What follows belongs to an exercise in optimizing a design on an open flow for small area; a production flow would make more cautious choices. Only simulation tests tie the RTL to the original design; equivalence was not proved. Power is estimated from default activity; no workload was simulated.

==> flow/design.v <==
`timescale 1ns/1ns
`default_nettype none
module wb_cycle_decoder (
	input wire logic clk_i,
	input wire logic reset_i,
	input wire logic cyc_i,
	input wire logic stb_i,
	input wire logic we_i,
	input wire logic [31:0] adr_i,
	input wire logic [2:0] cti_i,
	input wire logic [3:0] sel_i,
	input wire logic [31:0] dat_i,
	output logic ack_o,
	output logic err_o,
	output logic wr_en_o,
	output logic [9:0] reg_idx_o,
	output logic [31:0] wdata_o,
	output logic [3:0] be_o
);
	localparam logic [2:0] CTI_CLASSIC = 3'b000;
	localparam logic [2:0] CTI_CONST = 3'b001;
	localparam logic [2:0] CTI_INCR = 3'b010;
	localparam logic [2:0] CTI_END = 3'b111;
	localparam logic [1:0] IDLE = 2'd0;
	localparam logic [1:0] SINGLE = 2'd1;
	localparam logic [1:0] BURST = 2'd2;
	localparam logic [1:0] ERROR = 2'd3;
	logic [1:0] state_q;
	logic [1:0] state_d;
	logic req;
	logic ack_q;
	logic we_q;
	logic [9:0] idx_q;
	logic [31:0] wdata_q;
	logic [3:0] be_q;
	assign req = cyc_i & stb_i;
	always_comb begin
		state_d = IDLE;
		if (req) begin
			if (state_q == BURST) begin
				case (cti_i)
					CTI_CONST, CTI_INCR: state_d = BURST;
					CTI_END: state_d = SINGLE;
					default: state_d = ERROR;
				endcase
			end else begin
				case (cti_i)
					CTI_CLASSIC, CTI_END: state_d = SINGLE;
					CTI_CONST, CTI_INCR: state_d = BURST;
					default: state_d = ERROR;
				endcase
			end
		end
	end
	always_ff @(posedge clk_i) begin
		if (reset_i) begin
			state_q <= IDLE;
			ack_q <= 1'b0;
		end else begin
			state_q <= state_d;
			ack_q <= req;
		end
	end
	always_ff @(posedge clk_i) begin
		if (reset_i) begin
			idx_q <= '1;
			we_q <= 1'b0;
		end else if (req) begin
			idx_q <= adr_i[11:2];
			we_q <= we_i;
		end else begin
			idx_q <= '1;
			we_q <= 1'b0;
		end
	end
	always_ff @(posedge clk_i) begin
		if (req) begin
			wdata_q <= dat_i;
			be_q <= sel_i;
		end
	end
	assign ack_o = ack_q;
	assign err_o = (state_q == ERROR);
	assign wr_en_o = we_q && (state_q == SINGLE || state_q == BURST);
	assign reg_idx_o = idx_q;
	assign wdata_o = wdata_q;
	assign be_o = be_q;
endmodule
`default_nettype wire
`timescale 1ns/1ns
`default_nettype none
module dma_ctrl_regs (
	input wire logic clk_i,
	input wire logic reset_i,
	input wire logic wr_en_i,
	input wire logic [9:0] reg_idx_i,
	input wire logic [31:0] wdata_i,
	input wire logic [3:0] be_i,
	input wire logic dma_in_use_i,
	input wire logic [31:0] transfer_size_i,
	input wire logic transfer_size_valid_i,
	input wire logic [7:0] stat_i,
	input wire logic stat_valid_i,
	output logic [31:0] rdata_o,
	output logic [15:0] ctrl_o,
	output logic [15:0] watch_dog_cnt_o,
	output logic [31:0] dmaadr_o,
	output logic [31:0] dmalen_o
);
	localparam logic [9:0] REG_CONTROL = 10'd1;
	localparam logic [9:0] REG_DMA_ADDR = 10'd2;
	localparam logic [9:0] REG_DMA_LEN = 10'd3;
	localparam logic [9:0] REG_XFER_SIZE = 10'd4;
	localparam logic [9:0] REG_STATUS = 10'd5;
	logic [31:0] control_q;
	logic [31:0] dmaadr_q;
	logic [31:0] dmalen_q;
	logic [31:0] xfer_size_q;
	logic [7:0] stat_q;
	always_ff @(posedge clk_i) begin
		if (reset_i) begin
			control_q <= '0;
			dmaadr_q <= '0;
			dmalen_q <= '0;
		end else if (wr_en_i) begin
			if (!dma_in_use_i) begin
				for (int i = 0; i < 4; i++) begin
					if (be_i[i]) begin
						case (reg_idx_i)
							REG_CONTROL: control_q[8*i +: 8] <= wdata_i[8*i +: 8];
							REG_DMA_ADDR: dmaadr_q[8*i +: 8] <= wdata_i[8*i +: 8];
							REG_DMA_LEN: dmalen_q[8*i +: 8] <= wdata_i[8*i +: 8];
							default: ;
						endcase
					end
				end
			end else if (reg_idx_i == REG_CONTROL && be_i[3]) begin
				control_q[31] <= wdata_i[31];
			end
		end
	end
	always_ff @(posedge clk_i) begin
		if (reset_i)
			xfer_size_q <= '0;
		else if (transfer_size_valid_i)
			xfer_size_q <= transfer_size_i;
	end
	always_ff @(posedge clk_i) begin
		if (reset_i)
			stat_q <= '0;
		else if (stat_valid_i)
			stat_q <= stat_i;
	end
	always_comb begin
		case (reg_idx_i)
			REG_CONTROL: rdata_o = control_q;
			REG_DMA_ADDR: rdata_o = dmaadr_q;
			REG_DMA_LEN: rdata_o = dmalen_q;
			REG_XFER_SIZE: rdata_o = xfer_size_q;
			REG_STATUS: rdata_o = {16'd0, dma_in_use_i, 7'd0, stat_q};
			default: rdata_o = '0;
		endcase
	end
	assign ctrl_o = control_q[31:16];
	assign watch_dog_cnt_o = control_q[15:0];
	assign dmaadr_o = dmaadr_q;
	assign dmalen_o = dmalen_q;
endmodule
`default_nettype wire
`timescale 1ns/1ns
`default_nettype none
module fifo_watch #(
	parameter bit KIND = 1'b0,             
	parameter logic [27:0] MARK = 28'd4083,
	parameter logic [27:0] LIMIT = 28'd4084,
	parameter logic [9:0] STATUS_ADDR = 10'd6,
	parameter logic [9:0] CTRL_ADDR = 10'd7
) (
	input wire logic clk_i,
	input wire logic reset_i,
	input wire logic wr_en_i,
	input wire logic [9:0] reg_idx_i,
	input wire logic [31:0] wdata_i,
	input wire logic [3:0] be_i,
	input wire logic [27:0] level_i,
	output logic [31:0] rdata_o,
	output logic int_o
);
	localparam int FIFO_CNT_W = 28;
	logic [31:0] ctrl_q;
	logic [31:0] status_q;
	logic [31:0] status_d;
	logic [27:0] slots;
	logic flag;
	assign slots = LIMIT - level_i;
	always_comb begin
		if (KIND == 1'b0) begin
			flag = (level_i > MARK);
			status_d = {flag, 3'b000, level_i[FIFO_CNT_W-3:0], 2'b00};
		end else begin
			flag = (level_i < MARK);
			if (level_i > LIMIT)
				status_d = {flag, 31'd0};
			else
				status_d = {flag, 3'b000, slots[FIFO_CNT_W-3:0], 2'b00};
		end
	end
	always_ff @(posedge clk_i) begin
		if (reset_i)
			status_q <= '0;
		else
			status_q <= status_d;
	end
	always_ff @(posedge clk_i) begin
		if (reset_i)
			ctrl_q <= '0;
		else if (wr_en_i && reg_idx_i == CTRL_ADDR) begin
			for (int i = 0; i < 4; i++)
				if (be_i[i])
					ctrl_q[8*i +: 8] <= wdata_i[8*i +: 8];
		end
	end
	always_comb begin
		if (reg_idx_i == STATUS_ADDR)
			rdata_o = status_q;
		else if (reg_idx_i == CTRL_ADDR)
			rdata_o = ctrl_q;
		else
			rdata_o = '0;
	end
	assign int_o = status_q[31] & ctrl_q[31];
endmodule
`default_nettype wire
`timescale 1ns/1ns
`default_nettype none
module wb_dma_regs_top #(
	parameter logic [27:0] DMA_FULL_MARK = 28'd4083,
	parameter logic [27:0] DMA_LIMIT = 28'd4084,
	parameter logic [27:0] RD_LIMIT = 28'd2040,
	parameter logic [27:0] RD_EMPTY_MARK = 28'd1
) (
	input wire logic clk_i,
	input wire logic reset_i,
	input wire logic cyc_i,
	input wire logic stb_i,
	input wire logic we_i,
	input wire logic [31:0] adr_i,
	input wire logic [2:0] cti_i,
	input wire logic [3:0] sel_i,
	input wire logic [31:0] dat_i,
	output logic [31:0] dat_o,
	output logic ack_o,
	output logic err_o,
	input wire logic dma_in_use_i,
	output logic [15:0] ctrl_o,
	output logic [15:0] watch_dog_cnt_o,
	output logic [31:0] dmaadr_o,
	output logic [31:0] dmalen_o,
	input wire logic [31:0] transfer_size_i,
	input wire logic transfer_size_valid_i,
	input wire logic [7:0] stat_i,
	input wire logic stat_valid_i,
	input wire logic [55:0] dma_fifo_cnt_i,
	output logic [1:0] dma_fifo_full_int_o,
	input wire logic [55:0] rd_fifo_length_i,
	output logic [1:0] rd_fifo_empty_int_o
);
	localparam int NUM_DMA_FIFO = 2;
	localparam int NUM_RD_FIFO = 2;
	logic wr_en;
	logic [9:0] reg_idx;
	logic [31:0] wdata;
	logic [3:0] be;
	logic [31:0] ctrl_rdata;
	logic [31:0] dma_rdata [NUM_DMA_FIFO];
	logic [31:0] rd_rdata [NUM_RD_FIFO];
	wb_cycle_decoder u_decoder (
		.clk_i(clk_i),
		.reset_i(reset_i),
		.cyc_i(cyc_i),
		.stb_i(stb_i),
		.we_i(we_i),
		.adr_i(adr_i),
		.cti_i(cti_i),
		.sel_i(sel_i),
		.dat_i(dat_i),
		.ack_o(ack_o),
		.err_o(err_o),
		.wr_en_o(wr_en),
		.reg_idx_o(reg_idx),
		.wdata_o(wdata),
		.be_o(be)
	);
	dma_ctrl_regs u_ctrl (
		.clk_i(clk_i),
		.reset_i(reset_i),
		.wr_en_i(wr_en),
		.reg_idx_i(reg_idx),
		.wdata_i(wdata),
		.be_i(be),
		.dma_in_use_i(dma_in_use_i),
		.transfer_size_i(transfer_size_i),
		.transfer_size_valid_i(transfer_size_valid_i),
		.stat_i(stat_i),
		.stat_valid_i(stat_valid_i),
		.rdata_o(ctrl_rdata),
		.ctrl_o(ctrl_o),
		.watch_dog_cnt_o(watch_dog_cnt_o),
		.dmaadr_o(dmaadr_o),
		.dmalen_o(dmalen_o)
	);
	for (genvar i = 0; i < NUM_DMA_FIFO; i++) begin : g_dma_fifo
		fifo_watch #(
			.KIND(1'b0),
			.MARK(DMA_FULL_MARK),
			.LIMIT(DMA_LIMIT),
			.STATUS_ADDR(i == 0 ? 10'd6 : 10'd16),
			.CTRL_ADDR(i == 0 ? 10'd7 : 10'd17)
		) u_watch (
			.clk_i(clk_i),
			.reset_i(reset_i),
			.wr_en_i(wr_en),
			.reg_idx_i(reg_idx),
			.wdata_i(wdata),
			.be_i(be),
			.level_i(dma_fifo_cnt_i[28*i +: 28]),
			.rdata_o(dma_rdata[i]),
			.int_o(dma_fifo_full_int_o[i])
		);
	end
	for (genvar i = 0; i < NUM_RD_FIFO; i++) begin : g_rd_fifo
		fifo_watch #(
			.KIND(1'b1),
			.MARK(RD_EMPTY_MARK),
			.LIMIT(RD_LIMIT),
			.STATUS_ADDR(i == 0 ? 10'd8 : 10'd10),
			.CTRL_ADDR(i == 0 ? 10'd9 : 10'd11)
		) u_watch (
			.clk_i(clk_i),
			.reset_i(reset_i),
			.wr_en_i(wr_en),
			.reg_idx_i(reg_idx),
			.wdata_i(wdata),
			.be_i(be),
			.level_i(rd_fifo_length_i[28*i +: 28]),
			.rdata_o(rd_rdata[i]),
			.int_o(rd_fifo_empty_int_o[i])
		);
	end
	always_comb begin
		dat_o = ctrl_rdata;
		for (int i = 0; i < NUM_DMA_FIFO; i++)
			dat_o = dat_o | dma_rdata[i];
		for (int i = 0; i < NUM_RD_FIFO; i++)
			dat_o = dat_o | rd_rdata[i];
	end
endmodule
`default_nettype wire
==> flow/run.sh <==
#!/bin/bash
# synth_recipe.tcl (not shown) runs the flow's synth.tcl, then flattens the netlist and writes it again
# the make line also repeats each setting of config.mk as NAME=value (left out here)
make -C /OpenROAD-flow-scripts/flow DESIGN_CONFIG=/design/flow/config.mk WORK_HOME=/design/flow/orfs CLKGATE_MAP_FILE= SYNTH_SCRIPT=/design/flow/synth_recipe.tcl finish
==> flow/config.mk <==
export PLATFORM = sky130hd
export DESIGN_NAME = wb_dma_regs_top
export DESIGN_NICKNAME = wb_dma_regs_top
export VERILOG_FILES = /design/flow/design.v
export SDC_FILE = /design/flow/constraint.sdc
export NUM_CORES = 4
export LEC_CHECK = 0
export CAP_MARGIN = 20
export CORE_MARGIN = 2
export CORE_UTILIZATION = 40
export SLEW_MARGIN = 20
==> flow/constraint.sdc <==
create_clock -name core_clock -period 8.0 [get_ports {clk_i}]
set_input_delay 1.6000 -clock core_clock [delete_from_list [all_inputs] [get_ports {clk_i}]]
set_output_delay 1.6000 -clock core_clock [all_outputs]
set_load 0.01 [all_outputs]
==> results.cfg <==
[cts]
cts_tree = done
cts_root_buf = clkbuf_16
cts_hold_buf = 0
cts_sinks = 422
ctsLongestPathBuffers = 3
cts_resized = 0
h-tree-depth = 2
clk_latency_ps = 590
path_clk_slew_ps = 60
post-cts-setup-buffers = 0
cts_buffers = 46

[sta]
min_period_ps = 5800
skew_ps = 24.5
fmax_ghz = 0.172
timing.final.ws_setup_ps = 2200
finalSetupTns_ps = 0
worstMarginPinSlew_ps = 1130
fin_crit_sh_pct = 72.5
hold_viol_final = 0
setup_violations = 0
drv_slew = 0
rsz0062_at_grt = false
relSlewSlack_pct = 25.0

[setup_path]
crit_fanout = 20
start_kind = flop
required_ps = 6400
path_class = flop to primary output
arrival_ps = 4200
end_kind = primary output

[pwr]
power_density_nw_per_um2 = 196
leakagePower_nw = 9.55
vdd_ir_drop_max_mv = 0.120

[detailed_routing]
num_vias = 14775
drt_wl_total_um = 66800
drc = 0
antenna_left = 0
firstDrtPassIters = 5
first_iter_violations = 1381
wire_per_inst_um = 25.0
via_per_inst = 5.53

[yosys]
synth_top_family_by_area = multiplexers
yosys_warnings = 9
syn-cell-area_um2 = 17700
synth_xor_area_share_pct = 0.744
netlist_instances = 1735
synth_edf_count = 36
synth_fa_ha_area_share_pct = 0.283
yosysUniqueCellTypes = 69
synthFlopType = dfxtp_1
async_reset_ff_share_pct = 0
synth_compound_area_share_pct = 8.34
yosysSeqAreaShare_pct = 49.9
yosys.area_share.simple_pct = 17.7
synthMuxAreaShare_pct = 20.2
synth_seq_cells = 422
syn_area_per_cell_um2 = 10.2

[floorplan]
pin_count = 365
row_count = 76
fp.dieH_um = 214
core_area_um2 = 43400
start_util_pct = 40.7
dieArea_um2 = 45800
die_w_um = 214

[place]
dp_hpwl_um = 46900
pre_cts_ws_ps = 2570
place.gp.congestion = 0.909
io_buffers = 342

[global_route]
antenna_found_initial = 2
overflow = 0
grt_pass1_wl_um = 97400
grt_usage_pct = 28.3
grt_max_degree = 199
grt_pass1_vias = 14703

[cells_and_area]
antenna_cells = 0
drive_gt1_share_pct = 8.14
area.growth.synth_to_final_pct = 30.6
nFillCells = 3964
final_nets = 2291

[outcome]
status = complete, no violations

[run]
maxCapViolCount = 0

[worst_hold_path]
holdCritPathClass = flop to flop
[layout by cell type, fill, tap and decap left out, types with 5 or more instances in the layout]
cell type / synthesis / final
clkinv_2: 0 / 5
and2_1: 11 / 10
nand4_1: 9 / 9
and3_1: 7 / 7
clkdlybuf4s50_1: 0 / 340
nor2_1: 327 / 327
nor3_4: 13 / 13
nor2b_1: 64 / 61
nor4_1: 20 / 19
o211ai_1: 6 / 6
nand3_1: 24 / 24
mux2_2: 20 / 20
clkbuf_16: 0 / 47
a221oi_1: 9 / 9
buf_4: 5 / 28
o221ai_1: 5 / 5
o32ai_1: 9 / 9
or3_1: 10 / 10
xnor2_1: 11 / 11
nor3_1: 36 / 36
a22o_1: 5 / 5
nand2_1: 44 / 44
edfxtp_1: 36 / 36
a222oi_1: 6 / 6
o21ai_0: 23 / 23
clkbuf_8: 0 / 8
mux2i_1: 329 / 329
nand3_4: 8 / 8
a22oi_1: 63 / 63
or2_2: 12 / 12
a21oi_1: 41 / 41
conb_1: 1 / 14
a32oi_1: 6 / 6
o22ai_1: 18 / 18
inv_1: 10 / 10
dfxtp_1: 386 / 384
clkbuf_1: 77 / 17
[sequential cells by signal, indices dropped and copies added (netlist names), 4 cells and up]
register,count
g_rd_fifo.u_watch.status_q,54
g_dma_fifo.u_watch.ctrl_q,64
u_ctrl.xfer_size_q,32
g_dma_fifo.u_watch.status_q,54
u_decoder.be_q,4
u_ctrl.dmalen_q,32
g_rd_fifo.u_watch.ctrl_q,64
u_decoder.wdata_q,32
u_ctrl.dmaadr_q,32
u_ctrl.control_q,32
u_ctrl.stat_q,8
u_decoder.idx_q,10
[report_power, final]
| part | internal (mW) | switching [mW] | leakage, nW | total, mW |
|---|---|---|---|---|
| registers | 2.18 | 0.0592 | 3.48 | 2.24 |
| logic | 0.134 | 0.107 | 5.38 | 0.241 |
| clock network | 1.18 | 0.860 | 0.698 | 2.04 |
| total | 3.50 | 1.03 | 9.55 | 4.52 |
[path summary, 6_finish.rpt]
| path | from | endpoint | slack (ps) | cells after the start |
|---|---|---|---|---|
| worst max-delay path | u_decoder.idx_q[1]$_SDFF_PP1_ | dat_o[1] | 2200 | 7 |
| worst min register to register | g_rd_fifo[0].u_watch.ctrl_q[26]$_SDFFE_PP0P_ | g_rd_fifo[0].u_watch.ctrl_q[26]$_SDFFE_PP0P_ | 480 | 2 |
| worst max register to register | u_decoder.idx_q[3]$_SDFF_PP1_ | g_rd_fifo[1].u_watch.ctrl_q[19]$_SDFFE_PP0P_ | 4840 | 6 |
| worst min-delay path | g_rd_fifo[0].u_watch.ctrl_q[26]$_SDFFE_PP0P_ | g_rd_fifo[0].u_watch.ctrl_q[26]$_SDFFE_PP0P_ | 480 | 2 |
[per-stage QoR]
| stage | instance area, µm² | util, % | hold slack [ps] | power (mW) | cells |
|---|---|---|---|---|---|
| floorplan | 17700 | - | 454 | 2.35 | 1748 |
| global placement | 21600 | 49.9 | 466 | 2.52 | 2593 |
| detailed placement | 21600 | 49.9 | 471 | 2.52 | 2593 |
| CTS | 23100 | 53.2 | 479 | 4.55 | 2674 |
| global route | 23100 | 53.2 | 511 | 4.65 | 2674 |
| finish | 23100 | 53.2 | 478 | 4.52 | 2674 |
[final cells by class]
class,instances,area (µm²),share of cell area [%]
flip-flops and latches,422,8810,38.2
clock inverters,9,71.3,0.309
inverters,10,37.5,0.163
repair buffers,371,3650,15.8
well taps,585,732,3.17
clock buffers,72,1350,5.85
multi-input cells,1205,8420,36.5
[synth_stat cells, types with 23 or more instances]
library cell / number / area, µm²
o21ai_0: 23 / 115
a22oi_1: 63 / 473
nand2_1: 44 / 165
clkbuf_1: 77 / 289
nor2_1: 327 / 1230
mux2i_1: 329 / 3290
nor3_1: 36 / 180
dfxtp_1: 386 / 7730
edfxtp_1: 36 / 1080
a21oi_1: 41 / 205
nor2b_1: 64 / 400
nand3_1: 24 / 120
[worst max-delay path: stages (launching register included)]
cell,delay (ps)
dfxtp_2,750
buf_4,420
and2_1,870
and2_1,460
a22o_1,220
a22oi_1,70
o211ai_1,200
clkdlybuf4s50_1,620
[layer usage]
metal | part of all wire [%] | wire (µm) | GRT usage [%] | up-vias
met5 | 0.025 | 17 | 0 | -
met2 | 43 | 29000 | 43.3 | 737
met4 | 3.1 | 2070 | 9.70 | 4
met1 | 44 | 29300 | 39.0 | 7102
li1 | - | - | - | 6809
met3 | 9.6 | 6430 | 7.02 | 123
[logic make-up (layout without fill, tap and decap cells)]
group | count (synthesis) | after routing
compound gates | 211 | 211
xor+xnor | 15 | 15
other cells | 1 | 14
fa+ha+maj | 4 | 4
flops | 422 | 422
buf+inv | 121 | 462
mux | 351 | 351
simple gates | 610 | 610

## re-timing with driven ports
No port has a modelled driver above. Below, the same layout with a new extraction and two added sets of constraints.
Step 1, drivers: a clkbuf_16 drives clk_i and a buf_2 each remaining input, both assumed.
Step 2 also shifts input and output timing later by t, the mid clock arrival at the registers, as if the neighbouring blocks saw the same clock.
Three values: ideal ports, drivers, drivers and shift; two values: the first two.
shift t [ns]: 0.627
setup slack, ns: 2.197 / 2.145 / 2.771
worst register clock-pin slew, ns: 0.07 / 0.07
After both steps this run still meets setup and hold. For this run, drivers alone change the setup slack by -0.052 ns; drivers and shift together by +0.574 ns.
